Context: an optimization exercise on an open-source flow, tuned for small area, a short achievable clock period and few clock cycles per item. The choices shown serve that exercise and are no tape-out recipe. No functional check of the RTL was part of any run shown here. Power and IR drop assume default switching activity.

**flow/design.v**
```verilog
package emdf_pkg;
  localparam int DUR_W      = 16;
  localparam int SPEED_W    = 12;
  localparam int DIST_W     = 20;
  localparam int COUNT_W    = 3;
  localparam int PROD_W     = DUR_W + SPEED_W;
  localparam int PROD_SHIFT = 8;
  localparam int CFG_IDX_W  = 1;
  localparam logic [SPEED_W-1:0] HALF_SPEED_RESET = 12'd1124;
  localparam logic [DIST_W-1:0]  MIN_DIST_RESET   = 20'd1536;
  localparam logic [DUR_W-1:0]   LIMIT_RESET      = 16'd349;
  localparam logic [CFG_IDX_W-1:0] REG_HALF_SPEED = 1'b0;
  localparam logic [CFG_IDX_W-1:0] REG_MIN_DIST   = 1'b1;
  typedef logic [DIST_W-1:0] dist_t;
  typedef logic [DUR_W-1:0]  dur_t;
endpackage
import emdf_pkg::*;
module emdf_cell (
  input  logic [SPEED_W-1:0] speed,
  input  logic [11:0]        s,
  input  logic [11:0]        c,
  input  logic               cin,
  input  logic [3:0]         m4,
  output logic [11:0]        s_next,
  output logic [11:0]        c_next,
  output logic               cout,
  output logic [3:0]         low
);
  logic [15:0] p0, p1, p2, p3, sv, cv;
  logic [15:0] x1, y1, x2, y2, x3, y3, x4, y4;
  logic [4:0]  lsum;
  assign sv = 16'(s);
  assign cv = 16'(c);
  assign p0 = m4[0] ? 16'(speed)       : 16'd0;
  assign p1 = m4[1] ? 16'(speed) << 1  : 16'd0;
  assign p2 = m4[2] ? 16'(speed) << 2  : 16'd0;
  assign p3 = m4[3] ? 16'(speed) << 3  : 16'd0;
  assign x1 = sv ^ cv ^ p0;
  assign y1 = ((sv & cv) | (sv & p0) | (cv & p0)) << 1;
  assign x2 = p1 ^ p2 ^ p3;
  assign y2 = ((p1 & p2) | (p1 & p3) | (p2 & p3)) << 1;
  assign x3 = x1 ^ y1 ^ x2;
  assign y3 = ((x1 & y1) | (x1 & x2) | (y1 & x2)) << 1;
  assign x4 = x3 ^ y3 ^ y2;
  assign y4 = ((x3 & y3) | (x3 & y2) | (y3 & y2)) << 1;
  assign lsum   = 5'(x4[3:0]) + 5'(y4[3:0]) + 5'(cin);
  assign low    = lsum[3:0];
  assign cout   = lsum[4];
  assign s_next = x4[15:4];
  assign c_next = y4[15:4];
endmodule
import emdf_pkg::*;
module emdf_chain (
  input  logic                clk,
  input  logic                acc,
  input  logic [2:0]          pos,
  input  emdf_pkg::dur_t      x,
  input  logic [2:0]          want,
  output emdf_pkg::dur_t      pick
);
  emdf_pkg::dur_t slot0, slot1, slot2;
  logic [2:0]     above;
  logic           g0, g1, g2;
  logic           lo0, lo1, lo2;
  logic           hi0, hi1, hi2;
  logic           filling;
  logic           w0, w1, w2;
  logic           s0, s1, s2;
  function automatic logic dur_gt(input logic [15:0] a, input logic [15:0] b);
    logic [15:0] g, l;
    logic [7:0]  g2, l2;
    logic [3:0]  g4, l4;
    logic [1:0]  g8, l8;
    g = a & ~b;
    l = ~a & b;
    for (int i = 0; i < 8; i++) begin
      g2[i] = g[2*i+1] | (~l[2*i+1] & g[2*i]);
      l2[i] = l[2*i+1] | (~g[2*i+1] & l[2*i]);
    end
    for (int i = 0; i < 4; i++) begin
      g4[i] = g2[2*i+1] | (~l2[2*i+1] & g2[2*i]);
      l4[i] = l2[2*i+1] | (~g2[2*i+1] & l2[2*i]);
    end
    for (int i = 0; i < 2; i++) begin
      g8[i] = g4[2*i+1] | (~l4[2*i+1] & g4[2*i]);
      l8[i] = l4[2*i+1] | (~g4[2*i+1] & l4[2*i]);
    end
    dur_gt = g8[1] | (~l8[1] & g8[0]);
  endfunction
  assign g0 = dur_gt(x, slot0);
  assign g1 = dur_gt(x, slot1);
  assign g2 = dur_gt(x, slot2);
  assign lo0 = !above[0] && !above[1];
  assign lo1 =  above[0] && !above[2];
  assign lo2 =  above[1] &&  above[2];
  assign hi0 =  above[0] &&  above[1];
  assign hi1 = !above[0] &&  above[2];
  assign hi2 = !above[1] && !above[2];
  assign filling = (pos <= 3'd2);
  assign w0 = filling ? (pos == 3'd0) : (lo0 && g0);
  assign w1 = filling ? (pos == 3'd1) : (lo1 && g1);
  assign w2 = filling ? (pos == 3'd2) : (lo2 && g2);
  always_ff @(posedge clk) begin
    if (acc) begin
      if (w0) slot0 <= x;
      if (w1) slot1 <= x;
      if (w2) slot2 <= x;
      if (w0) begin
        above[0] <= g1;
        above[1] <= g2;
      end
      if (w1) begin
        above[0] <= !g0;
        above[2] <= g2;
      end
      if (w2) begin
        above[1] <= !g0;
        above[2] <= !g1;
      end
    end
  end
  assign s0 = (want[0] && hi0) || (want[1] && !hi0 && !lo0) || (want[2] && lo0);
  assign s1 = (want[0] && hi1) || (want[1] && !hi1 && !lo1) || (want[2] && lo1);
  assign s2 = (want[0] && hi2) || (want[1] && !hi2 && !lo2) || (want[2] && lo2);
  assign pick = ({16{s0}} & slot0) | ({16{s1}} & slot1) | ({16{s2}} & slot2);
endmodule
import emdf_pkg::*;
module echo_median_distance_filter_unit #(
  parameter int WINDOW = 5
) (
  input  logic                 clk,
  input  logic                 rst,
  input  logic                 in_valid,
  output logic                 in_stall,
  input  logic [DUR_W-1:0]     echo_duration_us,
  output logic                 out_valid,
  input  logic                 out_stall,
  output logic [DIST_W-1:0]    distance_q8,
  output logic                 found,
  output logic [COUNT_W-1:0]   kept_count,
  input  logic                 cfg_valid,
  output logic                 cfg_ready,
  input  logic [CFG_IDX_W-1:0] cfg_index,
  input  logic [31:0]          cfg_data
);
  logic [SPEED_W-1:0] speed;
  emdf_pkg::dist_t    min_dist;
  logic               min_zero;
  emdf_pkg::dur_t     limit;
  logic               lim_exact;
  logic [4:0]         div_cnt;
  logic               div_busy;
  logic               div_init;
  logic               div_first;
  logic               div_sat;
  logic [12:0]        div_r2;
  logic [13:0]        div_diff;
  logic [11:0]        div_rem;
  logic               div_q;
  logic               in_acc;
  logic               ir_v;
  emdf_pkg::dur_t     ir_d;
  logic               ins;
  logic [2:0]         pos;
  logic [2:0]         kept;
  logic               keep;
  logic               win_full;
  emdf_pkg::dur_t     median;
  logic               xfer;
  logic               med_v;
  emdf_pkg::dur_t     med;
  logic [2:0]         med_count;
  logic               start;
  logic               idle;
  logic               step;
  logic [2:0]         phase;
  logic [11:0]        acc_s;
  logic [11:0]        acc_c;
  logic               acc_cin;
  logic [7:0]         prod_mid;
  logic [11:0]        s_next;
  logic [11:0]        c_next;
  logic               cout;
  logic [3:0]         low;
  logic [2:0]         res_count;
  logic               ir_v_next;
  logic               win_full_next;
  logic               med_v_next;
  logic [2:0]         pos_next;
  logic               phase4_next;
  logic               xfer_next;
  logic               win_full_2;
  logic               med_v_2;
  function automatic logic dur_ge_gt(input logic [15:0] a, input logic [15:0] b,
                                     input logic ge);
    logic [15:0] g, l;
    logic [7:0]  g2, l2;
    logic [3:0]  g4, l4;
    logic [1:0]  g8, l8;
    g = a & ~b;
    l = ~a & b;
    for (int i = 0; i < 8; i++) begin
      g2[i] = g[2*i+1] | (~l[2*i+1] & g[2*i]);
      l2[i] = l[2*i+1] | (~g[2*i+1] & l[2*i]);
    end
    for (int i = 0; i < 4; i++) begin
      g4[i] = g2[2*i+1] | (~l2[2*i+1] & g2[2*i]);
      l4[i] = l2[2*i+1] | (~g2[2*i+1] & l2[2*i]);
    end
    for (int i = 0; i < 2; i++) begin
      g8[i] = g4[2*i+1] | (~l4[2*i+1] & g4[2*i]);
      l8[i] = l4[2*i+1] | (~g4[2*i+1] & l4[2*i]);
    end
    dur_ge_gt = (g8[1] | (~l8[1] & g8[0])) | (ge & ~(l8[1] | (~g8[1] & l8[0])));
  endfunction
  assign cfg_ready = 1'b1;
  assign div_busy  = (div_cnt != 5'd0);
  assign in_acc    = in_valid && !in_stall;
  always_ff @(posedge clk) begin
    if (rst) begin
      speed    <= HALF_SPEED_RESET;
      min_dist <= MIN_DIST_RESET;
      min_zero <= 1'b0;
    end else if (cfg_valid) begin
      case (cfg_index)
        REG_HALF_SPEED: speed <= cfg_data[SPEED_W-1:0];
        REG_MIN_DIST: begin
          min_dist <= cfg_data[DIST_W-1:0];
          min_zero <= (cfg_data[DIST_W-1:0] == '0);
        end
        default: ;
      endcase
    end
  end
  assign div_init  = (div_cnt == 5'd18);
  assign div_first = (div_cnt == 5'd17);
  assign div_r2    = {acc_c, limit[15]};
  assign div_diff  = {1'b0, div_r2} - {2'b00, speed};
  assign div_q     = !div_diff[13];
  assign div_rem   = div_q ? div_diff[11:0] : div_r2[11:0];
  always_ff @(posedge clk) begin
    if (rst) begin
      div_cnt <= 5'd0;
    end else if (cfg_valid) begin
      div_cnt <= 5'd18;
    end else if (div_busy) begin
      div_cnt <= div_cnt - 5'd1;
    end
  end
  always_ff @(posedge clk) begin
    if (rst) begin
      limit     <= LIMIT_RESET;
      lim_exact <= 1'b0;
    end else if (div_init) begin
      limit <= {min_dist[8:0], 7'd0};
    end else if (div_busy) begin
      if (div_first) begin
        limit   <= {limit[14:0], 1'b0};
        div_sat <= div_q;
      end else begin
        limit <= {limit[14:0], (div_q || div_sat) && !min_zero};
      end
      lim_exact <= ((div_r2 == {1'b0, speed}) || (div_r2 == 13'd0)) && !div_sat && !min_zero;
    end
  end
  assign ins = ir_v;
  always_ff @(posedge clk) begin
    if (rst) begin
      ir_v <= 1'b0;
    end else begin
      ir_v <= ir_v_next;
    end
  end
  always_ff @(posedge clk) begin
    ir_d <= echo_duration_us;
  end
  assign keep = dur_ge_gt(ir_d, limit, lim_exact);
  assign xfer = win_full && !med_v;
  always_ff @(posedge clk) begin
    if (rst) begin
      pos      <= 3'd0;
      win_full <= 1'b0;
    end else begin
      win_full <= win_full_next;
      pos      <= pos_next;
    end
  end
  always_ff @(posedge clk) begin
    if (ins) kept <= ((pos == 3'd0) ? 3'd0 : kept) + 3'(keep);
  end
  emdf_chain u_chain (
    .clk  (clk),
    .acc  (ins),
    .pos  (pos),
    .x    (ir_d),
    .want ({kept == 3'd5, (kept == 3'd3) || (kept == 3'd4), (kept == 3'd1) || (kept == 3'd2)}),
    .pick (median)
  );
  assign ir_v_next     = in_acc;
  assign win_full_next = (win_full && !xfer) || (ins && (pos == 3'(WINDOW - 1)));
  assign med_v_next    = xfer || (med_v && (phase != 3'd4));
  assign pos_next      = ins ? ((pos == 3'(WINDOW - 1)) ? 3'd0 : pos + 3'd1) : pos;
  assign phase4_next   = (phase == 3'd3);
  assign xfer_next     = win_full_next && !med_v_next;
  assign win_full_2    = (win_full_next && !xfer_next) || (ir_v_next && (pos_next == 3'(WINDOW - 1)));
  assign med_v_2       = xfer_next || (med_v_next && !phase4_next);
  always_ff @(posedge clk) begin
    if (rst) begin
      in_stall <= 1'b0;
    end else begin
      in_stall <= cfg_valid || (div_cnt > 5'd1) || (win_full_2 && med_v_2);
    end
  end
  always_ff @(posedge clk) begin
    if (rst) begin
      med_v <= 1'b0;
    end else begin
      med_v <= med_v_next;
    end
  end
  always_ff @(posedge clk) begin
    if (xfer) begin
      med       <= median;
      med_count <= kept;
    end else if (step) begin
      med <= med >> 4;
    end
  end
  assign start = med_v && idle && (!out_valid || !out_stall);
  assign step  = start || (phase == 3'd2) || (phase == 3'd3) || (phase == 3'd4);
  emdf_cell u_step (
    .speed  (speed),
    .s      (idle ? 12'd0 : acc_s),
    .c      (idle ? 12'd0 : acc_c),
    .cin    (idle ? 1'b0 : acc_cin),
    .m4     (med[3:0]),
    .s_next (s_next),
    .c_next (c_next),
    .cout   (cout),
    .low    (low)
  );
  always_ff @(posedge clk) begin
    if (rst) begin
      phase <= 3'd0;
      idle  <= 1'b1;
    end else if (start) begin
      phase <= 3'd2;
      idle  <= 1'b0;
    end else if (phase == 3'd5) begin
      phase <= 3'd0;
      idle  <= 1'b1;
    end else if (phase != 3'd0) begin
      phase <= phase + 3'd1;
    end
  end
  always_ff @(posedge clk) begin
    if (step) begin
      acc_s <= s_next;
    end else if (phase == 3'd5) begin
      acc_s <= acc_s + acc_c + 12'(acc_cin);
    end
  end
  always_ff @(posedge clk) begin
    if (div_init) begin
      acc_c <= {1'b0, min_dist[19:9]};
    end else if (div_busy) begin
      acc_c <= div_rem;
    end else begin
      acc_c <= c_next;
    end
    acc_cin <= cout;
  end
  always_ff @(posedge clk) begin
    if (phase == 3'd3 || phase == 3'd4) prod_mid <= {low, prod_mid[7:4]};
  end
  always_ff @(posedge clk) begin
    if (start) begin
      res_count <= med_count;
      found     <= (med_count != 3'd0);
    end
  end
  always_ff @(posedge clk) begin
    if (rst) begin
      out_valid <= 1'b0;
    end else if (phase == 3'd5) begin
      out_valid <= 1'b1;
    end else if (!out_stall) begin
      out_valid <= 1'b0;
    end
  end
  assign distance_q8 = {acc_s, prod_mid};
  assign kept_count  = res_count;
endmodule
```
**flow/flow/run.sh**
```bash
#!/bin/bash
# Standard layout (the standard.sh: standard synthesis, ORFS floorplan to finish), with
# one change: the port buffers are sky130_fd_sc_hd__buf_2 instead of the cell buffer_ports
# picks by default (clkdlybuf4s50_1, a delay cell). Every port still gets its buffer.
set -euo pipefail
bash standard.sh BUFFER_PORTS_ARGS="-buffer_cell sky130_fd_sc_hd__buf_2" finish > standard_flow.log 2>&1
```
**flow/standard.sh**
```bash
#!/bin/bash
# synth_recipe.tcl (not shown) runs the flow's synth.tcl, then flattens the netlist and writes it again
# the make line also repeats each setting of config.mk as NAME=value (left out here)
make -C /OpenROAD-flow-scripts/flow DESIGN_CONFIG=/design/flow/config.mk WORK_HOME=/design/flow/orfs CLKGATE_MAP_FILE= SYNTH_SCRIPT=/design/flow/synth_recipe.tcl "${@:-finish}"
```
**flow/config.mk**
```make
export PLATFORM = sky130hd
export DESIGN_NAME = echo_median_distance_filter_unit
export DESIGN_NICKNAME = echo_median_distance_filter_unit
export VERILOG_FILES = /design/flow/design.v
export SDC_FILE = /design/flow/constraint.sdc
export NUM_CORES = 4
export LEC_CHECK = 0
export CAP_MARGIN = 20
export CORE_MARGIN = 2
export CORE_UTILIZATION = 40
export SETUP_SLACK_MARGIN = 4.3
export SLEW_MARGIN = 20
```
**flow/constraint.sdc**
```tcl
create_clock -name core_clock -period 7.0 [get_ports {clk}]
set_input_delay 1.4000 -clock core_clock [delete_from_list [all_inputs] [get_ports {clk}]]
set_output_delay 1.4000 -clock core_clock [all_outputs]
set_load 0.01 [all_outputs]
```
==> results of run 1 <==
## timing repair
action	4_1_cts	5_1_grt
buffers inserted	31	17
resized for setup	80	60
hold buffers	0	0
hold endpoints to repair	0	0
gates cloned	1	0
endpoints found under the setup margin	110	79
pin swaps	58	52
## layer usage
| layer | track usage, % | routed length, µm | up-vias |
|---|---|---|---|
| met5 | 0 | 0 | - |
| met4 | 5.723 | 339 | 0 |
| met3 | 3.000 | 1009 | 25 |
| met2 | 32.18 | 13110 | 171 |
| met1 | 26.75 | 12930 | 4193 |
| li1 | - | - | 4195 |
## sequential cells by signal, summed over array words and instances (netlist names), 3 cells and up
signal	flops
res_count	3
med_count	3
u_chain.above	3
ir_d	16
min_dist	20
kept	3
speed	12
div_cnt	5
phase	3
u_chain.slot0	16
u_chain.slot1	16
med	16
acc_c	12
limit	16
prod_mid	8
u_chain.slot2	16
acc_s	12
pos	3
## synthesized netlist by cell type, types with 13 or more instances
cell | number | area, µm²
nor2_1 | 75 | 281.5
maj3_1 | 30 | 300.3
edfxtp_1 | 98 | 2943
inv_1 | 100 | 375.4
o21ai_0 | 53 | 265.3
xnor2_1 | 14 | 122.6
a222oi_1 | 16 | 160.2
nand2b_1 | 51 | 319.1
nor3_1 | 15 | 75.07
fa_1 | 47 | 940.9
nor4_1 | 13 | 81.33
ha_1 | 44 | 550.5
clkbuf_1 | 44 | 165.2
dfxtp_1 | 96 | 1922
and2_1 | 15 | 93.84
a21oi_1 | 76 | 380.4
nand2_1 | 177 | 664.4
nor2b_1 | 24 | 150.1
## worst min path at each step
stage	from	endpoint	slack, ps	cells after the start
3_3_place_gp	prod_mid[4]	prod_mid[0]	430	0
5_1_grt	prod_mid[6]	prod_mid[2]	460	0
4_1_cts	prod_mid[6]	prod_mid[2]	440	0
6_report	prod_mid[6]	prod_mid[2]	450	0
3_5_place_dp	prod_mid[6]	prod_mid[2]	430	0
2_1_floorplan	med_count[2]	res_count[2]	420	0
## cell usage in the layout, fill, tap and decap left out, types with 16 or more instances in the layout
master / n
nand2_1: 157
edfxtp_1: 98
inv_1: 92
dfxtp_1: 76
nor2_1: 74
a21oi_1: 70
buf_2: 67
nand2b_1: 43
fa_1: 41
ha_1: 40
o21ai_0: 39
buf_4: 31
nor2b_1: 20
maj3_1: 19
maj3_2: 18
clkbuf_16: 17
a222oi_1: 16
## cell type report
cell class | instances | share of cell area [%]
repair buffers | 121 | 6.784
clock inverters | 15 | 1.492
flip-flops and latches | 194 | 36.76
inverters | 103 | 2.918
well taps | 341 | 3.199
clock buffers | 17 | 3.190
multi-input cells | 806 | 45.66
## logic make-up (layout without fill, tap and decap cells)
logic type,count (synthesis),after routing,share of synthesized area [%]
other cells,1,1,0.03391
mux,10,10,0.9277
simple gates,399,399,16.70
fa+ha+maj,128,128,16.91
buf+inv,151,256,5.159
flops,194,194,43.99
compound gates,244,244,14.38
xor+xnor,24,24,1.901
## report_power, final
part           total [mW]  switching [mW]  internal [mW]
registers            1.43           0.131           1.30
clock network        1.03           0.531          0.495
logic               0.995           0.532          0.463
==> reports/metrics.csv, run 1 <==
stage,metric,value,unit
status,status,timing/DRC/antenna clean,
floorplan,die width,170.3,µm
min_path,worst min-delay path category,flop to flop,
timing,Worst Tran Pin Value,1046,ps
timing,"Slew Viols, Final",0,
yosys,unique cell type count in the Yosys netlist,67,
place,pre-CTS WS,3554,ps
critical_path,Worst Setup End Kind,flop,
yosys,asr flop ratio synth,0,%
power,Overall Power,3.452,mW
timing,final hold violation count,0,
yosys,Syn Nets,1296,
floorplan,Rows,60,
critical_path,kind of cell adding the most delay to the critical path,adder cells,
global_routing,initial antenna violation count,0,
critical_path,Worst Path Required,7220,ps
clocking,CTS Buf Count,17,
critical_path,crit-path cells,"inv_2, maj3_2, maj3_2, maj3_2, maj3_2, o221a_1, o21ai_2, maj3_2, maj3_2, ha_4, ha_4",
cells_and_area,Final Util,49.34,%
place,Post-DP Area,0.01179,mm²
detailed_routing,Pre-antenna DRT Iters,6,
timing,fmax,342.7,MHz
critical_path,Worst setup startpoint,lim_exact,
floorplan,Boundary Pins,81,
timing,Min Hold Slack,445.1,ps
clocking,Root Buffer,clkbuf_16,
detailed_routing,vias per std cell,5.375,
job,max_cap viols,0,
critical_path,CP Launch Type,flop,
floorplan,core area,0.02703,mm²
timing,Final WS setup,4082,ps
critical_path,reg-to-reg endpoint,kept[1],
place,placed instance count,1516,
critical_path,"most used cell, CP",maj3_2,
detailed_routing,DR vias,8584,
yosys,Synthesis Warnings,2,
critical_path,FF-to-FF Start,lim_exact,
place,routability cong.,0.8958,
yosys,Yosys reg bits,194,
timing,Setup TNS Final,0,ps
clocking,clk latency of the worst-skew pair,460,ps
yosys,"Seq/Total Area, Yosys",43.99,%
yosys,synthesized area per cell,9.608,µm²
critical_path,Slowest Stage Delay on Critical Path,360,ps
detailed_routing,drt initial violations,666,
timing,RSZ-0062 raised after global routing,yes,
detailed_routing,wire per inst,17.15,µm
floorplan,initial core utilization,40.92,%
cells_and_area,final cell count without fillers,1597,
critical_path,R2R Setup Slk,4080,ps
cells_and_area,Final nets,1388,
place,Port Buffer Count,67,
cells_and_area,layout cell share with drive strength beyond 1,22.29,%
detailed_routing,DR DRC count,0,
cells_and_area,FILL cells,2531,
power,PD cells,258.9,mW/mm²
timing,Final Critical Period,2918,ps
detailed_routing,Post-DRT Antenna Nets,0,
critical_path,Critical Path Sink,kept[1],
cells_and_area,Final Cell Area,0.01334,mm²
critical_path,Max Fanout on Critical Path,2,
power,Max VDD drop,0.0001352,V
clocking,clock buffer depth,2,
critical_path,CP bufs+invs,1,
floorplan,die height,170.3,µm
critical_path,slowest library cell on the worst path,dfxtp_2,
clocking,CTS tree,yes,
critical_path,Setup Crit Path Kind,flop to flop,
clocking,"CTS clk-pin slew, worst paths",80,ps
clocking,H-tree depth,4,
detailed_routing,total wire length,27380,µm
cells_and_area,Inserted Diodes,0,
timing,period utilization,41.68,%
yosys,Syn Inst Count,1151,
global_routing,grt ovf,0,
timing,Final setup viols,0,
cells_and_area,area of the multi-input gates,0.006088,mm²
global_routing,GRT Total Usage,19.57,%
floorplan,Die Area,0.02900,mm²
cells_and_area,"Area growth, synth to finish",20.58,%
yosys,Main synth FF type,edfxtp_1,
clocking,# clock sinks,194,
yosys,Mapped Area,0.01106,mm²
critical_path,Crit path depth,11,
timing,Final Skew,15.59,ps
global_routing,first-pass GRT wire length,44370,µm
timing,Rel. slew slack,30.29,%
critical_path,Worst Reg-to-Reg Cells,11,
place,post-DP HPWL,19590,µm
cells_and_area,register area,0.004902,mm²
power,Pleak,5.291,nW
global_routing,vias in the first global route,8425,
global_routing,largest net degree at the start of global routing,69,
yosys,"EDFF count, synth",98,
critical_path,Worst Path Arrival,3130,ps
==> run 2: changes to the inputs <==
--- a/flow/design.v
+++ b/flow/design.v
@@ -165,2 +165,4 @@
   logic [2:0]         kept;
+  logic [2:0]         kept_acc;
+  logic               keep_r;
   logic               keep;
@@ -288,4 +290,8 @@
   always_ff @(posedge clk) begin
-    if (ins) kept <= ((pos == 3'd0) ? 3'd0 : kept) + 3'(keep);
+    if (ins) begin
+      kept_acc <= (pos == 3'd0) ? 3'd0 : kept;
+      keep_r   <= keep;
+    end
   end
+  assign kept = kept_acc + 3'(keep_r);
   emdf_chain u_chain (
==> run 2 against run 1 <==
Total power is 0.91% higher. Critical path type unchanged. Routed wire length grew 2.8%. Via count rose by 2.5%.
==> reports/metrics.csv, run 2 <==
stage,metric,value,unit
power,Max VDD drop,0.0001272,V
yosys,most common cell in the synthesized netlist,nand2_1,
min_path,Worst Hold Depth,0,
yosys,Synthesis Warnings,2,
status,status,timing/DRC/antenna clean,
cells_and_area,layout cell share with drive strength beyond 1,22.19,%
cells_and_area,"commonest non-fill, non-tap cells in the layout","178 x nand2_1, 99 x edfxtp_1, 91 x inv_1",
cells_and_area,final cell count without fillers,1667,
clocking,clk latency of the worst-skew pair,450,ps
global_routing,initial antenna violation count,1,
detailed_routing,vias per std cell,5.278,
power,Pint,2.276,mW
yosys,Main synth FF type,edfxtp_1,
cells_and_area,max FFs per register,20,
critical_path,Worst setup startpoint,ir_d[0],
detailed_routing,total wire length,28140,µm
cells_and_area,Largest Register,min_dist,
yosys,leading area contributor after synthesis,edfxtp_1,
floorplan,Rows,61,
timing,Worst Tran Pin Value,977.3,ps
critical_path,Worst Setup End Kind,flop,
critical_path,R2R Setup Slk,4210,ps
critical_path,CP bufs+invs,0,
critical_path,reg-to-reg endpoint,keep_r,
global_routing,GRT Total Usage,19.59,%
cells_and_area,Inserted Diodes,0,
power,sequential power share,41.1,%
timing,period utilization,39.92,%
cells_and_area,area of the multi-input gates,0.006168,mm²
detailed_routing,wire per inst,16.88,µm
clocking,Post-CTS Hold Fix Bufs,0,
yosys,Synth area leaders,"edfxtp_1 26%, dfxtp_1 17%, fa_1 8.4%, nand2_1 6.2%, ha_1 4.9%",
global_routing,largest net degree at the start of global routing,69,
global_routing,grt ovf,0,
yosys,Syn Inst Count,1177,
yosys,unique cell type count in the Yosys netlist,78,
timing,"Slew Viols, Final",0,
floorplan,Boundary Pins,81,
yosys,Mapped Area,0.01124,mm²
timing,final hold violation count,0,
power,Pleak,5.375,nW
global_routing,first-pass GRT wire length,44920,µm
yosys,synthesized area per cell,9.547,µm²
place,post-DP HPWL,19560,µm
yosys,Yosys reg bits,195,
floorplan,initial core utilization,40.56,%
cells_and_area,"Area growth, synth to finish",20.70,%
timing,Setup TNS Final,0,ps
critical_path,crit-path cells,"maj3_2, maj3_2, maj3_2, maj3_2, o21ai_2, a221oi_2, maj3_2, maj3_2",
critical_path,Crit path depth,8,
job,max_cap viols,0,
floorplan,Die Area,0.02945,mm²
critical_path,Setup Crit Path Kind,flop to flop,
yosys,"EDFF count, synth",99,
yosys,"Seq/Total Area, Yosys",43.56,%
timing,Rel. slew slack,34.85,%
power,Comb power frac,29.7,%
critical_path,Max Fanout on Critical Path,4,
critical_path,Worst Path Required,7190,ps
detailed_routing,Pre-antenna DRT Iters,5,
floorplan,die width,171.6,µm
clocking,# clock sinks,195,
timing,fmax,357.9,MHz
floorplan,core area,0.02771,mm²
yosys,asr flop ratio synth,0,%
global_routing,vias in the first global route,8496,
power,Clock power frac,29.2,%
min_path,worst min-delay path category,flop to flop,
timing,Final Skew,14.10,ps
clocking,"CTS clk-pin slew, worst paths",80,ps
cells_and_area,register area,0.004941,mm²
clocking,H-tree depth,4,
critical_path,Worst Reg-to-Reg Cells,8,
power,Switching Fraction,34.67,%
place,routability cong.,0.9113,
critical_path,"most used cell, CP",maj3_2,
detailed_routing,DR DRC count,0,
cells_and_area,"commonest non-fill, non-tap cell in the layout",nand2_1,
power,PD cells,256.9,mW/mm²
critical_path,Critical Path Sink,keep_r,
power,sw power,1.208,mW
critical_path,Worst Path Arrival,2980,ps
detailed_routing,DR vias,8799,
place,Port Buffer Count,67,
clocking,clock buffer depth,2,
detailed_routing,drt initial violations,707,
yosys,Syn Nets,1322,
critical_path,FF-to-FF Start,ir_d[0],
critical_path,kind of cell adding the most delay to the critical path,adder cells,
timing,Final setup viols,0,
timing,Final Critical Period,2794,ps
timing,RSZ-0062 raised after global routing,yes,
clocking,CTS tree,yes,
critical_path,CP Launch Type,flop,
clocking,Root Buffer,clkbuf_16,
yosys,Synth top area share,26.46,%
critical_path,Slowest Stage Delay on Critical Path,360,ps
cells_and_area,Final nets,1421,
yosys,Post-synth top cells,"187 x nand2_1, 99 x edfxtp_1, 97 x inv_1",
floorplan,die height,171.6,µm
place,placed instance count,1578,
cells_and_area,FILL cells,2550,
critical_path,slowest library cell on the worst path,dfxtp_4,
clocking,CTS Buf Count,17,
detailed_routing,Post-DRT Antenna Nets,0,
[run 2: cell count changes in the layout (fill, tap and decap cells not counted), moves of 5 or more]
cell      before  now
buf_4         31   45
a221oi_1       0    8
a21oi_1       70   85
nand2_4        6    0
a222oi_1      16    6
nand2_1      157  178
nand2_2       14    9
a211oi_1       2    7
o21ai_0       39   29
[run 2: cell families (layout without fill, tap and decap cells)]
| logic type | count (synthesis) | in the layout | share of synthesized area (%) |
|---|---|---|---|
| multiplexers | 8 | 8 | 0.7238 |
| other | 1 | 1 | 0.03337 |
| flip-flops | 195 | 195 | 43.56 |
| buffers and inverters | 151 | 263 | 5.122 |
| AND/OR/NAND/NOR | 418 | 418 | 17.56 |
| AO/OA/AOI/OAI | 252 | 252 | 14.49 |
| adder cells (fa/ha/maj) | 126 | 126 | 16.49 |
| XOR/XNOR | 26 | 26 | 2.027 |
[run 2: power by group through the flow]
stage          Sequential (mW)  Clock (mW)  Combinational [mW]
6_report                  1.43        1.02                1.03
5_1_grt                   1.45        1.08                1.16
4_1_cts                   1.43        1.04               0.976
3_5_place_dp              1.46           0               0.932
3_3_place_gp              1.45           0               0.915
2_1_floorplan             1.40           0               0.745
[run 2: final cells by class]
class	count	area share [%]
Multi-Input combinational cell	831	45.48
Sequential cell	195	36.43
Timing Repair Buffer	132	7.223
Tap cell	378	3.487
Clock buffer	17	3.137
Inverter	99	2.740
Clock inverter	15	1.504
[run 2: worst min-delay path by stage]
| stage | from | end | slack (ps) |
|---|---|---|---|
| floorplan | med_count[2] | res_count[2] | 420 |
| global placement | med_count[2] | res_count[2] | 430 |
| detailed placement | med_count[2] | res_count[2] | 430 |
| CTS | med_count[2] | res_count[2] | 450 |
| global route | med_count[2] | res_count[2] | 450 |
| finish | med_count[2] | res_count[2] | 440 |
[run 2: repair_timing]
action | in CTS | in global routing
gates resized for setup | 55 | 74
gates cloned | 0 | 3
endpoints found under the setup margin | 120 | 97
pin swaps | 39 | 44
setup buffers | 36 | 18
[run 2: layer usage]
metal / part of all wire, % / vias to the layer above / wire length (µm) / global-route usage [%]
li1: - / 4310 / - / -
met1: 49 / 4225 / 13660 / 28.06
met2: 46 / 241 / 12820 / 31.26
met3: 5.0 / 21 / 1404 / 2.715
met4: 0.88 / 2 / 247 / 4.901
met5: 0.025 / - / 7 / 0
[run 2: through the flow]
stage                     area [µm²]  hold WS [ps]  util (%)  setup WS (ps)  power, mW
final                          13560         442.4     48.95           4206      3.484
after global placement         11950         428.3     43.14           3424      2.368
after floorplan                11320         417.4         -           4202      2.143
after global routing           13560         452.9     48.95           4091      3.690
after detailed placement       11950         426.7     43.14           3376      2.387
after CTS                      13110         446.5     47.31           4209      3.442
==> run 3: changes to the inputs <==
--- a/flow/config.mk
+++ b/flow/config.mk
@@ -10,3 +10,3 @@
 export CORE_UTILIZATION = 40
-export SETUP_SLACK_MARGIN = 4.3
+export SETUP_SLACK_MARGIN = 4.2
 export SLEW_MARGIN = 20
==> run 3 against run 2 <==
Highest routed layer unchanged. Still clean. Worst hold slack gained 8.6 ps. First-iteration DRC count down 8.1%. Sequential cell count stayed put. Clock skew grew 4.9 ps. Combinational power decreased by 5%. Critical path type unchanged.
==> reports/metrics.csv, run 3 <==
stage,metric,value,unit
clocking,clock buffer depth,2,
yosys,Simple-Gate Fraction of Synth Area,17.56,%
timing,"Slew Viols, Final",0,
yosys,unique cell type count in the Yosys netlist,78,
cells_and_area,"commonest non-fill, non-tap cells in the layout","185 x nand2_1, 99 x edfxtp_1, 92 x inv_1",
yosys,Synth area leaders,"edfxtp_1 26%, dfxtp_1 17%, fa_1 8.4%, nand2_1 6.2%, ha_1 4.9%",
timing,fmax,356.9,MHz
cells_and_area,Final nets,1399,
yosys,Yosys reg bits,195,
yosys,Post-Synth Adder-Cell Area,16.49,%
critical_path,Max Fanout on Critical Path,10,
yosys,Synth top area share,26.46,%
detailed_routing,DR DRC count,0,
yosys,synthesized area per cell,9.547,µm²
global_routing,largest net degree at the start of global routing,69,
cells_and_area,"commonest non-fill, non-tap cell in the layout",nand2_1,
cells_and_area,max FFs per register,20,
timing,period utilization,40.03,%
floorplan,die width,171.6,µm
detailed_routing,Pre-antenna DRT Iters,7,
timing,Setup TNS Final,0,ps
yosys,mux cell area share after synthesis,0.7238,%
timing,Rel. slew slack,31.70,%
detailed_routing,drt initial violations,650,
clocking,H-tree depth,4,
min_path,worst min-delay path category,flop to flop,
floorplan,Die Area,0.02945,mm²
place,post-DP HPWL,19440,µm
floorplan,Rows,61,
global_routing,initial antenna violation count,1,
critical_path,Worst Path Required,7200,ps
power,Max VDD drop,0.0001389,V
floorplan,die height,171.6,µm
yosys,"Seq/Total Area, Yosys",43.56,%
global_routing,grt ovf,0,
cells_and_area,FILL cells,2620,
clocking,CTS tree,yes,
cells_and_area,layout cell share with drive strength beyond 1,17.92,%
yosys,Synth Area in XOR/XNOR,2.027,%
timing,Final Critical Period,2802,ps
timing,Final WS setup,4198,ps
place,routability cong.,0.8806,
critical_path,Worst Path Arrival,3000,ps
yosys,leading area contributor after synthesis,edfxtp_1,
power,Pleak,5.196,nW
cells_and_area,Largest Register,min_dist,
clocking,# clock sinks,195,
timing,Worst Tran Pin Value,1025,ps
clocking,clk latency of the worst-skew pair,450,ps
status,status,timing/DRC/antenna clean,
yosys,largest family of logic cells by synthesized area,simple AND/OR/NAND/NOR gates,
critical_path,Setup Crit Path Kind,flop to flop,
cells_and_area,Inserted Diodes,0,
floorplan,initial core utilization,40.56,%
yosys,"EDFF count, synth",99,
timing,RSZ-0062 raised after global routing,yes,
detailed_routing,vias per std cell,5.247,
yosys,Syn Inst Count,1177,
power,PD cells,263.4,mW/mm²
yosys,Main synth FF type,edfxtp_1,
place,pre-CTS WS,3441,ps
timing,Final Skew,19.04,ps
clocking,Root Buffer,clkbuf_16,
yosys,most common cell in the synthesized netlist,nand2_1,
critical_path,Worst Setup End Kind,flop,
floorplan,Boundary Pins,81,
place,Port Buffer Count,67,
detailed_routing,total wire length,27250,µm
detailed_routing,Post-DRT Antenna Nets,0,
detailed_routing,DR vias,8632,
job,max_cap viols,0,
yosys,Synthesis Warnings,2,
global_routing,GRT Total Usage,19.23,%
global_routing,vias in the first global route,8268,
timing,final hold violation count,0,
detailed_routing,wire per inst,16.57,µm
cells_and_area,"Area growth, synth to finish",17.02,%
timing,Final setup viols,0,
clocking,CTS Buf Count,17,
floorplan,core area,0.02771,mm²
yosys,Post-synth top cells,"187 x nand2_1, 99 x edfxtp_1, 97 x inv_1",
critical_path,CP Launch Type,flop,
yosys,Mapped Area,0.01124,mm²
clocking,"CTS clk-pin slew, worst paths",80,ps
global_routing,first-pass GRT wire length,44260,µm
yosys,asr flop ratio synth,0,%
yosys,Synth Area in Compound Gates,14.49,%
yosys,Syn Nets,1322,
-- run 3: repair_timing --
item,CTS,global route
pin swaps,12,25
buffers inserted,20,13
hold buffers,0,0
cloned,0,2
endpoints found under the setup margin,109,96
resized for setup,37,45
-- run 3: path summary, 6_finish.rpt --
check	start	end	slack (ps)	cells past startpoint
hold reg to reg	med_count[2]	res_count[2]	450	0
setup reg to reg	med[2]	acc_s[1]	4200	7
hold / removal	med_count[2]	res_count[2]	450	0
setup / recovery	med[2]	acc_s[1]	4200	7
-- run 3: critical path, stage by stage (launching register included) --
cell	delay, ps
edfxtp_1	460
buf_6	180
nand2_1	80
fa_1	500
fa_1	540
inv_1	50
fa_1	470
mux2_2	280
-- run 3: cell type report --
type / instances / area (µm²) / share of cell area (%)
Inverter: 99 / 371.6 / 2.826
Clock buffer: 17 / 425.4 / 3.235
Multi-Input combinational cell: 831 / 5972 / 45.41
Tap cell: 378 / 473.0 / 3.597
Clock inverter: 15 / 226.5 / 1.722
Sequential cell: 195 / 4933 / 37.52
Timing Repair Buffer: 110 / 748.2 / 5.690
-- run 3: logic make-up (layout without fill, tap and decap cells) --
logic type               count (synthesis)  count (layout)
AO/OA/AOI/OAI                          252             252
other                                    1               1
flip-flops                             195             195
AND/OR/NAND/NOR                        418             418
XOR/XNOR                                26              26
adder cells (fa/ha/maj)                126             126
buffers and inverters                  151             241
multiplexers                             8               8
-- run 3: layer usage --
metal  vias up  wire, µm  part of all wire (%)  global-route usage (%)
met4         2       283                   1.0                   4.753
met1      4191     13490                    50                   27.93
met5         -         7                 0.026                       0
li1       4253         -                     -                       -
met3        23      1066                   3.9                   2.163
met2       163     12400                    46                   30.59
-- run 3: where the power goes --
group	internal, mW	switching [mW]	total [mW]	leakage [nW]
Sequential	1.31	0.125	1.43	1.69
Clock	0.508	0.544	1.05	0.315
Combinational	0.445	0.538	0.982	3.19
Total	2.26	1.21	3.46	5.20
-- run 3: per-stage QoR --
step	power, mW	instances	util (%)	hold slack [ps]	area, µm²
floorplan	2.137	1177	-	417.4	11260
global placement	2.362	1578	43.02	430.5	11920
detailed placement	2.380	1578	43.02	437.0	11920
CTS	3.455	1630	46.48	457.8	12880
global route	3.672	1645	47.46	467.6	13150
finish	3.464	1645	47.46	451.1	13150
==> run 4: changes to the inputs <==
--- a/flow/design.v
+++ b/flow/design.v
@@ -19,2 +19,3 @@
   input  logic [SPEED_W-1:0] speed,
+  input  logic [13:0]        speed3,
   input  logic [11:0]        s,
@@ -28,24 +29,27 @@
 );
-  logic [15:0] p0, p1, p2, p3, sv, cv;
-  logic [15:0] x1, y1, x2, y2, x3, y3, x4, y4;
+  logic [15:0] r0, r1, sv, cv;
+  logic [15:0] x1, y1, x2, y2;
   logic [4:0]  lsum;
+  function automatic logic [13:0] pick(input logic [1:0] dig, input logic [11:0] sp,
+                                       input logic [13:0] sp3);
+    case (dig)
+      2'd0:    pick = 14'd0;
+      2'd1:    pick = 14'(sp);
+      2'd2:    pick = 14'(sp) << 1;
+      default: pick = sp3;
+    endcase
+  endfunction
   assign sv = 16'(s);
   assign cv = 16'(c);
-  assign p0 = m4[0] ? 16'(speed)       : 16'd0;
-  assign p1 = m4[1] ? 16'(speed) << 1  : 16'd0;
-  assign p2 = m4[2] ? 16'(speed) << 2  : 16'd0;
-  assign p3 = m4[3] ? 16'(speed) << 3  : 16'd0;
-  assign x1 = sv ^ cv ^ p0;
-  assign y1 = ((sv & cv) | (sv & p0) | (cv & p0)) << 1;
-  assign x2 = p1 ^ p2 ^ p3;
-  assign y2 = ((p1 & p2) | (p1 & p3) | (p2 & p3)) << 1;
-  assign x3 = x1 ^ y1 ^ x2;
-  assign y3 = ((x1 & y1) | (x1 & x2) | (y1 & x2)) << 1;
-  assign x4 = x3 ^ y3 ^ y2;
-  assign y4 = ((x3 & y3) | (x3 & y2) | (y3 & y2)) << 1;
-  assign lsum   = 5'(x4[3:0]) + 5'(y4[3:0]) + 5'(cin);
+  assign r0 = 16'(pick(m4[1:0], speed, speed3));
+  assign r1 = 16'(pick(m4[3:2], speed, speed3)) << 2;
+  assign x1 = sv ^ cv ^ r0;
+  assign y1 = ((sv & cv) | (sv & r0) | (cv & r0)) << 1;
+  assign x2 = x1 ^ y1 ^ r1;
+  assign y2 = ((x1 & y1) | (x1 & r1) | (y1 & r1)) << 1;
+  assign lsum   = 5'(x2[3:0]) + 5'(y2[3:0]) + 5'(cin);
   assign low    = lsum[3:0];
   assign cout   = lsum[4];
-  assign s_next = x4[15:4];
-  assign c_next = y4[15:4];
+  assign s_next = x2[15:4];
+  assign c_next = y2[15:4];
 endmodule
@@ -146,2 +150,3 @@
   logic [SPEED_W-1:0] speed;
+  logic [13:0]        speed3;
   emdf_pkg::dist_t    min_dist;
@@ -165,4 +170,2 @@
   logic [2:0]         kept;
-  logic [2:0]         kept_acc;
-  logic               keep_r;
   logic               keep;
@@ -190,7 +193,2 @@
   logic               med_v_next;
-  logic [2:0]         pos_next;
-  logic               phase4_next;
-  logic               xfer_next;
-  logic               win_full_2;
-  logic               med_v_2;
   function automatic logic dur_ge_gt(input logic [15:0] a, input logic [15:0] b,
@@ -223,2 +221,3 @@
       speed    <= HALF_SPEED_RESET;
+      speed3   <= 14'(HALF_SPEED_RESET) * 14'd3;
       min_dist <= MIN_DIST_RESET;
@@ -227,3 +226,6 @@
       case (cfg_index)
-        REG_HALF_SPEED: speed <= cfg_data[SPEED_W-1:0];
+        REG_HALF_SPEED: begin
+          speed  <= cfg_data[SPEED_W-1:0];
+          speed3 <= 14'(cfg_data[SPEED_W-1:0]) + {1'b0, cfg_data[SPEED_W-1:0], 1'b0};
+        end
         REG_MIN_DIST: begin
@@ -267,3 +269,3 @@
   end
-  assign ins = ir_v;
+  assign ins = ir_v && (!win_full || !med_v);
   always_ff @(posedge clk) begin
@@ -276,3 +278,3 @@
   always_ff @(posedge clk) begin
-    ir_d <= echo_duration_us;
+    if (in_acc) ir_d <= echo_duration_us;
   end
@@ -286,3 +288,3 @@
       win_full <= win_full_next;
-      pos      <= pos_next;
+      if (ins) pos <= (pos == 3'(WINDOW - 1)) ? 3'd0 : pos + 3'd1;
     end
@@ -290,8 +292,4 @@
   always_ff @(posedge clk) begin
-    if (ins) begin
-      kept_acc <= (pos == 3'd0) ? 3'd0 : kept;
-      keep_r   <= keep;
-    end
+    if (ins) kept <= ((pos == 3'd0) ? 3'd0 : kept) + 3'(keep);
   end
-  assign kept = kept_acc + 3'(keep_r);
   emdf_chain u_chain (
@@ -304,10 +302,5 @@
   );
-  assign ir_v_next     = in_acc;
+  assign ir_v_next     = in_acc || (ir_v && !ins);
   assign win_full_next = (win_full && !xfer) || (ins && (pos == 3'(WINDOW - 1)));
   assign med_v_next    = xfer || (med_v && (phase != 3'd4));
-  assign pos_next      = ins ? ((pos == 3'(WINDOW - 1)) ? 3'd0 : pos + 3'd1) : pos;
-  assign phase4_next   = (phase == 3'd3);
-  assign xfer_next     = win_full_next && !med_v_next;
-  assign win_full_2    = (win_full_next && !xfer_next) || (ir_v_next && (pos_next == 3'(WINDOW - 1)));
-  assign med_v_2       = xfer_next || (med_v_next && !phase4_next);
   always_ff @(posedge clk) begin
@@ -316,3 +309,3 @@
     end else begin
-      in_stall <= cfg_valid || (div_cnt > 5'd1) || (win_full_2 && med_v_2);
+      in_stall <= cfg_valid || (div_cnt > 5'd1) || (ir_v_next && win_full_next && med_v_next);
     end
@@ -338,2 +331,3 @@
     .speed  (speed),
+    .speed3 (speed3),
     .s      (idle ? 12'd0 : acc_s),
--- a/flow/config.mk
+++ b/flow/config.mk
@@ -10,3 +10,3 @@
 export CORE_UTILIZATION = 40
-export SETUP_SLACK_MARGIN = 4.2
+export SETUP_SLACK_MARGIN = 4.6
 export SLEW_MARGIN = 20
==> run 4 against run 3 <==
Sequential power is 6% higher. Worst hold slack got worse by 6.1 ps. First-iteration DRC count rose by 20%. Total power is 20% higher. Utilization rose by 4.7 points. Critical path type unchanged. Critical endpoint is now kept[1]. Largest cell class unchanged.
==> reports/metrics.csv, run 4 <==
stage,metric,value,unit
status,status,timing/DRC/antenna clean,
power,Overall Power,4.146,mW
global_routing,largest net degree at the start of global routing,53,
min_path,worst min-delay path category,flop to flop,
cells_and_area,register area,0.005306,mm²
cells_and_area,Largest Register,min_dist,
yosys,Yosys reg bits,207,
yosys,most common cell in the synthesized netlist,nand2_1,
timing,Final Critical Period,3002,ps
critical_path,Max Fanout on Critical Path,3,
critical_path,Worst Path Required,7280,ps
cells_and_area,Final Cell Area,0.01538,mm²
clocking,clock buffer depth,3,
cells_and_area,"Area growth, synth to finish",28.81,%
yosys,Synth top area share,28.68,%
detailed_routing,Pre-antenna DRT Iters,8,
critical_path,FF-to-FF Start,ir_d[6],
timing,Final Skew,13.46,ps
yosys,"Seq/Total Area, Yosys",44.27,%
yosys,leading area contributor after synthesis,edfxtp_1,
timing,period utilization,42.89,%
yosys,Mapped Area,0.01194,mm²
detailed_routing,Post-DRT Antenna Nets,0,
cells_and_area,Final nets,1544,
critical_path,crit-path cells,"or2b_1, maj3_2, o2111ai_2, o21bai_1, nand3_1, maj3_2, maj3_2, a221o_1, o211ai_1, ha_2, ha_4",
global_routing,grt ovf,0,
place,routability cong.,0.8769,
clocking,CTS tree,yes,
critical_path,Worst setup startpoint,ir_d[6],
critical_path,kind of cell adding the most delay to the critical path,adder cells,
timing,Worst Tran Pin Value,1164,ps
detailed_routing,DR vias,9853,
yosys,Synth area leaders,"edfxtp_1 29%, dfxtp_1 16%, ha_1 6.4%, nand2_1 5.2%, fa_1 4.5%",
yosys,unique cell type count in the Yosys netlist,69,
critical_path,Worst Setup End Kind,flop,
yosys,asr flop ratio synth,0,%
place,pre-CTS WS,3238,ps
detailed_routing,total wire length,32770,µm
floorplan,Die Area,0.03124,mm²
cells_and_area,max FFs per register,20,
floorplan,initial core utilization,40.49,%
yosys,Post-synth top cells,"165 x nand2_1, 114 x edfxtp_1, 94 x a21oi_1",
clocking,Root Buffer,clkbuf_16,
place,post-DP HPWL,21950,µm
timing,RSZ-0062 raised after global routing,yes,
place,placed instance count,1657,
yosys,Main synth FF type,edfxtp_1,
cells_and_area,"commonest non-fill, non-tap cells in the layout","155 x nand2_1, 114 x edfxtp_1, 82 x dfxtp_1",
critical_path,CP bufs+invs,0,
global_routing,first-pass GRT wire length,51110,µm
timing,Min Hold Slack,444.9,ps
floorplan,core area,0.02948,mm²
cells_and_area,FILL cells,2662,
detailed_routing,vias per std cell,5.444,
critical_path,slowest library cell on the worst path,edfxtp_1,
timing,final hold violation count,0,
clocking,CTS Buf Count,24,
floorplan,Rows,63,
power,Max VDD drop,0.0001663,V
critical_path,Setup Crit Path Kind,flop to flop,
clocking,Post-CTS Hold Fix Bufs,0,
global_routing,vias in the first global route,9536,
critical_path,Slowest Stage Delay on Critical Path,360,ps
timing,Final WS setup,3998,ps
min_path,HP Start,med_count[0],
timing,"Slew Viols, Final",0,
critical_path,"most used cell, CP",maj3_2,
timing,Rel. slew slack,22.37,%
clocking,clk latency of the worst-skew pair,520,ps
clocking,H-tree depth,1,
job,max_cap viols,0,
timing,Setup TNS Final,0,ps
yosys,synthesized area per cell,9.604,µm²
cells_and_area,area of the multi-input gates,0.006978,mm²
power,PD cells,269.6,mW/mm²
cells_and_area,layout cell share with drive strength beyond 1,28.87,%
place,Port Buffer Count,67,
timing,fmax,333.1,MHz
power,Pleak,6.107,nW
cells_and_area,"commonest non-fill, non-tap cell in the layout",nand2_1,
cells_and_area,final cell count without fillers,1810,
global_routing,initial antenna violation count,0,
floorplan,Boundary Pins,81,
global_routing,GRT Total Usage,20.52,%
place,Post-DP Area,0.01289,mm²
yosys,Synthesis Warnings,3,
yosys,Syn Nets,1385,
clocking,# clock sinks,207,
cells_and_area,Inserted Diodes,0,
timing,Final setup viols,0,
yosys,"EDFF count, synth",114,
floorplan,die width,176.8,µm
detailed_routing,DR DRC count,0,
detailed_routing,drt initial violations,782,
critical_path,CP Launch Type,flop,
clocking,"CTS clk-pin slew, worst paths",60,ps
yosys,Syn Inst Count,1243,
detailed_routing,wire per inst,18.10,µm
critical_path,Worst Path Arrival,3280,ps
cells_and_area,Final Util,52.16,%
floorplan,die height,176.8,µm
-- run 4: cell types whose count changed after synthesis, sizes merged, moves of 8 or more --
cell / previous run / this run
a222oi: 6 / 16
nand2b: 46 / 30
edfxtp: 99 / 114
and2: 12 / 4
o21ai: 48 / 90
fa: 47 / 27
a221oi: 13 / 2
a22o: 3 / 23
nand2: 187 / 165
nor2b: 20 / 47
nor2: 79 / 70
ha: 44 / 61
-- run 4: cell families after synthesis --
family	Yosys count	synth area share, %
xor+xnor	32	2.348
other cells	1	0.03141
simple gates	388	15.28
mux	12	1.059
flops	207	44.27
buf+inv	141	4.465
compound gates	336	18.36
fa+ha+maj	126	14.18
-- run 4: power breakdown --
group / internal (mW) / switching, mW
clock network: 0.749 / 0.502
registers: 1.40 / 0.125
logic: 0.669 / 0.703
total: 2.82 / 1.33
-- run 4: what timing repair did --
item	CTS	global route
gates resized for setup	103	116
setup buffers	81	26
gates cloned	0	2
endpoints found under the hold margin	0	0
pin swaps	78	77
endpoints found under the setup margin	151	140
-- run 4: worst paths after layout --
kind                       end  slack, ps  depth (start not counted)
setup reg to reg       kept[1]       4000                         11
hold / removal    res_count[0]        440                          0
hold reg to reg   res_count[0]        440                          0
setup / recovery       kept[1]       4000                         11
-- run 4: worst register-to-register path: stages (launching register included) --
cell and delay [ps]:
edfxtp_1 360, or2b_1 230, maj3_2 310, o2111ai_2 70, o21bai_1 130, nand3_1 110
maj3_2 310, maj3_2 290, a221o_1 290, o211ai_1 190, ha_2 270, ha_4 190
-- run 4: metal layers --
| metal | track usage, % | vias up | wire length, µm |
|---|---|---|---|
| li1 | - | 4793 | - |
| met1 | 29.19 | 4764 | 15120 |
| met2 | 33.45 | 258 | 15410 |
| met3 | 2.663 | 38 | 1704 |
| met4 | 4.408 | 0 | 539 |
| met5 | 0 | - | 0 |
-- run 4: area by class of cell --
cell class | instances | share of cell area, %
multi-input combinational | 897 | 45.38
tap | 390 | 3.173
inverter | 93 | 2.417
sequential | 207 | 34.51
clock buffer | 33 | 4.662
timing repair buffer | 179 | 9.365
clock inverter | 11 | 0.4963
==> run 5: changes to the inputs <==
--- a/flow/config.mk
+++ b/flow/config.mk
@@ -10,3 +10,3 @@
 export CORE_UTILIZATION = 40
-export SETUP_SLACK_MARGIN = 4.6
+export SETUP_SLACK_MARGIN = 4.4
 export SLEW_MARGIN = 20
==> run 5 against run 4 <==
Via count shrank 1.7%. Critical endpoint is now u_chain.slot0[7]. Largest power group unchanged. Setup slack lost 120 ps. Utilization shrank 1.5 points. Still clean. Cell area shrank 3.0%. Global-route usage shrank 0.33 points. Critical path type unchanged. Die area is the same. Area after synthesis is the same.
==> reports/metrics.csv, run 5 <==
stage,metric,value,unit
status,status,timing/DRC/antenna clean,
critical_path,Slowest Stage Delay on Critical Path,510,ps
clocking,Post-CTS Hold Fix Bufs,0,
timing,period utilization,44.62,%
detailed_routing,wire per inst,17.69,µm
yosys,unique cell type count in the Yosys netlist,69,
timing,Final Skew,17.54,ps
power,sequential power share,37.1,%
floorplan,Rows,63,
timing,Setup TNS Final,0,ps
cells_and_area,Final nets,1524,
cells_and_area,"Area growth, synth to finish",24.99,%
global_routing,vias in the first global route,9172,
critical_path,Worst Path Arrival,3370,ps
power,Pleak,5.945,nW
critical_path,reg-to-reg endpoint,u_chain.slot0[7],
critical_path,Worst Reg-to-Reg Cells,11,
timing,RSZ-0062 raised after global routing,yes,
power,Overall Power,4.080,mW
yosys,most common cell in the synthesized netlist,nand2_1,
global_routing,first-pass GRT wire length,50150,µm
critical_path,CP Launch Type,flop,
min_path,Hold Crit Endpoint,res_count[2],
power,Comb power frac,30.1,%
min_path,worst min-delay path category,flop to flop,
power,Max VDD drop,0.0001923,V
timing,Rel. slew slack,36.89,%
yosys,leading area contributor after synthesis,edfxtp_1,
cells_and_area,Inserted Diodes,0,
cells_and_area,"commonest non-fill, non-tap cells in the layout","161 x nand2_1, 114 x edfxtp_1, 86 x dfxtp_1",
detailed_routing,drt initial violations,760,
critical_path,slowest library cell on the worst path,edfxtp_1,
floorplan,die height,176.8,µm
critical_path,"most used cell, CP",maj3_2,
global_routing,grt ovf,0,
yosys,asr flop ratio synth,0,%
yosys,Main synth FF type,edfxtp_1,
floorplan,core area,0.02948,mm²
power,Pint,2.792,mW
yosys,Post-synth top cells,"165 x nand2_1, 114 x edfxtp_1, 94 x a21oi_1",
clocking,clk latency of the worst-skew pair,540,ps
power,Switching Fraction,31.57,%
yosys,Syn Nets,1385,
cells_and_area,max FFs per register,20,
clocking,H-tree depth,1,
min_path,Worst Hold Depth,0,
place,placed instance count,1656,
detailed_routing,vias per std cell,5.410,
yosys,Mapped Area,0.01194,mm²
cells_and_area,layout cell share with drive strength beyond 1,24.50,%
critical_path,Worst Path Required,7250,ps
cells_and_area,"commonest non-fill, non-tap cell in the layout",nand2_1,
floorplan,Die Area,0.03124,mm²
detailed_routing,DR vias,9684,
clocking,CTS tree,yes,
critical_path,crit-path cells,"nand2b_4, maj3_2, maj3_2, maj3_2, and3_4, o41ai_4, maj3_2, a31oi_4, nor2_4, buf_6, buf_12",
critical_path,Worst Setup End Kind,flop,
clocking,# clock sinks,207,
timing,Final setup viols,0,
detailed_routing,Post-DRT Antenna Nets,0,
cells_and_area,Final Util,50.61,%
critical_path,FF-to-FF Start,ir_d[0],
cells_and_area,Largest Register,min_dist,
place,post-DP HPWL,21770,µm
yosys,synthesized area per cell,9.604,µm²
global_routing,GRT Total Usage,20.18,%
timing,final hold violation count,0,
timing,Final Critical Period,3124,ps
yosys,Syn Inst Count,1243,
job,max_cap viols,0,
place,pre-CTS WS,3246,ps
detailed_routing,total wire length,31670,µm
critical_path,Setup Crit Path Kind,flop to flop,
timing,fmax,320.2,MHz
clocking,clock buffer depth,3,
yosys,"EDFF count, synth",114,
floorplan,die width,176.8,µm
timing,Final WS setup,3876,ps
timing,"Slew Viols, Final",0,
yosys,"Seq/Total Area, Yosys",44.27,%
place,Port Buffer Count,67,
clocking,Root Buffer,clkbuf_16,
cells_and_area,final cell count without fillers,1790,
power,sw power,1.288,mW
place,routability cong.,0.8355,
min_path,HP Start,med_count[2],
critical_path,CP bufs+invs,2,
floorplan,Boundary Pins,81,
power,Clock power frac,32.8,%
yosys,Synth top area share,28.68,%
yosys,Synthesis Warnings,3,
yosys,Synth area leaders,"edfxtp_1 29%, dfxtp_1 16%, ha_1 6.4%, nand2_1 5.2%, fa_1 4.5%",
critical_path,R2R Setup Slk,3880,ps
floorplan,initial core utilization,40.49,%
critical_path,kind of cell adding the most delay to the critical path,adder cells,
power,PD cells,273.5,mW/mm²
global_routing,initial antenna violation count,0,
detailed_routing,Pre-antenna DRT Iters,6,
detailed_routing,DR DRC count,0,
clocking,"CTS clk-pin slew, worst paths",60,ps
cells_and_area,FILL cells,2699,
yosys,Yosys reg bits,207,
clocking,CTS Buf Count,25,
critical_path,Max Fanout on Critical Path,8,
timing,Worst Tran Pin Value,944.7,ps
global_routing,largest net degree at the start of global routing,52,
## run 5: cell counts after synthesis
Identical to the previous run, type by type.
## run 5: worst register-to-register path: stages, from the launching register on
cell and delay (ps):
edfxtp_1 510, nand2b_4 70, maj3_2 300, maj3_2 300
maj3_2 330, and3_4 170, o41ai_4 280, maj3_2 330
a31oi_4 130, nor2_4 170, buf_6 130, buf_12 120
## run 5: cells by family after synthesis
kind of cell,count (synthesis),synth area share (%)
XOR/XNOR,32,2.348
adder cells (fa/ha/maj),126,14.18
multiplexers,12,1.059
AO/OA/AOI/OAI,336,18.36
AND/OR/NAND/NOR,388,15.28
other,1,0.03141
buffers and inverters,141,4.465
flip-flops,207,44.27
## run 5: area by class of cell
cell class | instances | area (µm²) | area share [%]
Sequential cell | 207 | 5301 | 35.53
Inverter | 93 | 359.1 | 2.407
Multi-Input combinational cell | 896 | 6698 | 44.89
Clock inverter | 15 | 171.4 | 1.149
Tap cell | 390 | 488.0 | 3.270
Timing Repair Buffer | 159 | 1219 | 8.168
Clock buffer | 30 | 684.4 | 4.587
## run 5: power by group through the flow
stage               combinational (mW)  clock, mW  sequential, mW
finish                            1.23       1.34            1.51
global route                      1.36       1.42            1.53
CTS                               1.11       1.37            1.51
detailed placement               0.977          0            1.54
global placement                 0.963          0            1.54
floorplan                        0.779          0            1.49
## run 5: worst max-delay path by stage
stage / from / endpoint / cells past startpoint
floorplan: cfg_data[1] / speed3[12] / 10
global placement: cfg_data[2] / speed3[12] / 11
detailed placement: cfg_data[2] / speed3[12] / 11
CTS: ir_d[6] / kept[1] / 11
global route: ir_d[8] / u_chain.above[0] / 12
finish: ir_d[0] / u_chain.slot0[7] / 11
## run 5: metrics by stage
step                      hold WS [ps]  area, µm²
final                            437.4      14920
after CTS                        440.7      14360
after detailed placement         425.9      12840
after global placement           430.0      12840
after floorplan                  417.4      12210
after global routing             459.9      14920
## run 5: layer usage
metal	up-vias	GRT usage [%]	share of wire (%)
met5	-	0	0
met4	0	4.201	1.7
met3	43	3.157	5.3
met2	240	31.84	45
met1	4640	29.32	48
li1	4761	-	-
## run 5: what timing repair did
action,in CTS,in global routing
setup buffers,50,37
resized for setup,65,83
pin swaps,41,54
setup endpoints to repair,121,90
cloned,2,0

## static timing again, ports no longer ideal
How much do the figures lean on ideal ports? The routed layouts below were timed once more, with nothing changed but the port constraints. Step 1, drivers: a clkbuf_16 drives clk and a buf_2 each remaining input, both assumed. Step 2, shift: input delay + t, output delay - t, t = (earliest + latest rising clock arrival at the registers) / 2. This alone moves slack from input paths to output paths. Slacks: no drivers / after step 1 / after step 2; pairs: no drivers / after step 1.
run | shift t [ns] | slack for setup (ns) | worst slew at a driven data input, ns | pins driven straight from the clock port
run 1 | 0.499 | 4.082 / 4.082 / 3.928 | 0.07 | 1
run 2 | 0.486 | 4.206 / 4.206 / 4.000 | 0.06 | 1
run 3 | 0.494 | 4.198 / 4.198 / 3.960 | 0.06 | 1
run 4 | 0.567 | 3.998 / 3.998 / 3.485 | 0.08 | 1
run 5 | 0.577 | 3.876 / 3.876 / 3.475 | 0.08 | 1
After both steps every run listed still meets setup and hold. For run 4, which loses most, drivers alone change the setup slack by 0.000 ns; drivers and shift together by -0.513 ns.
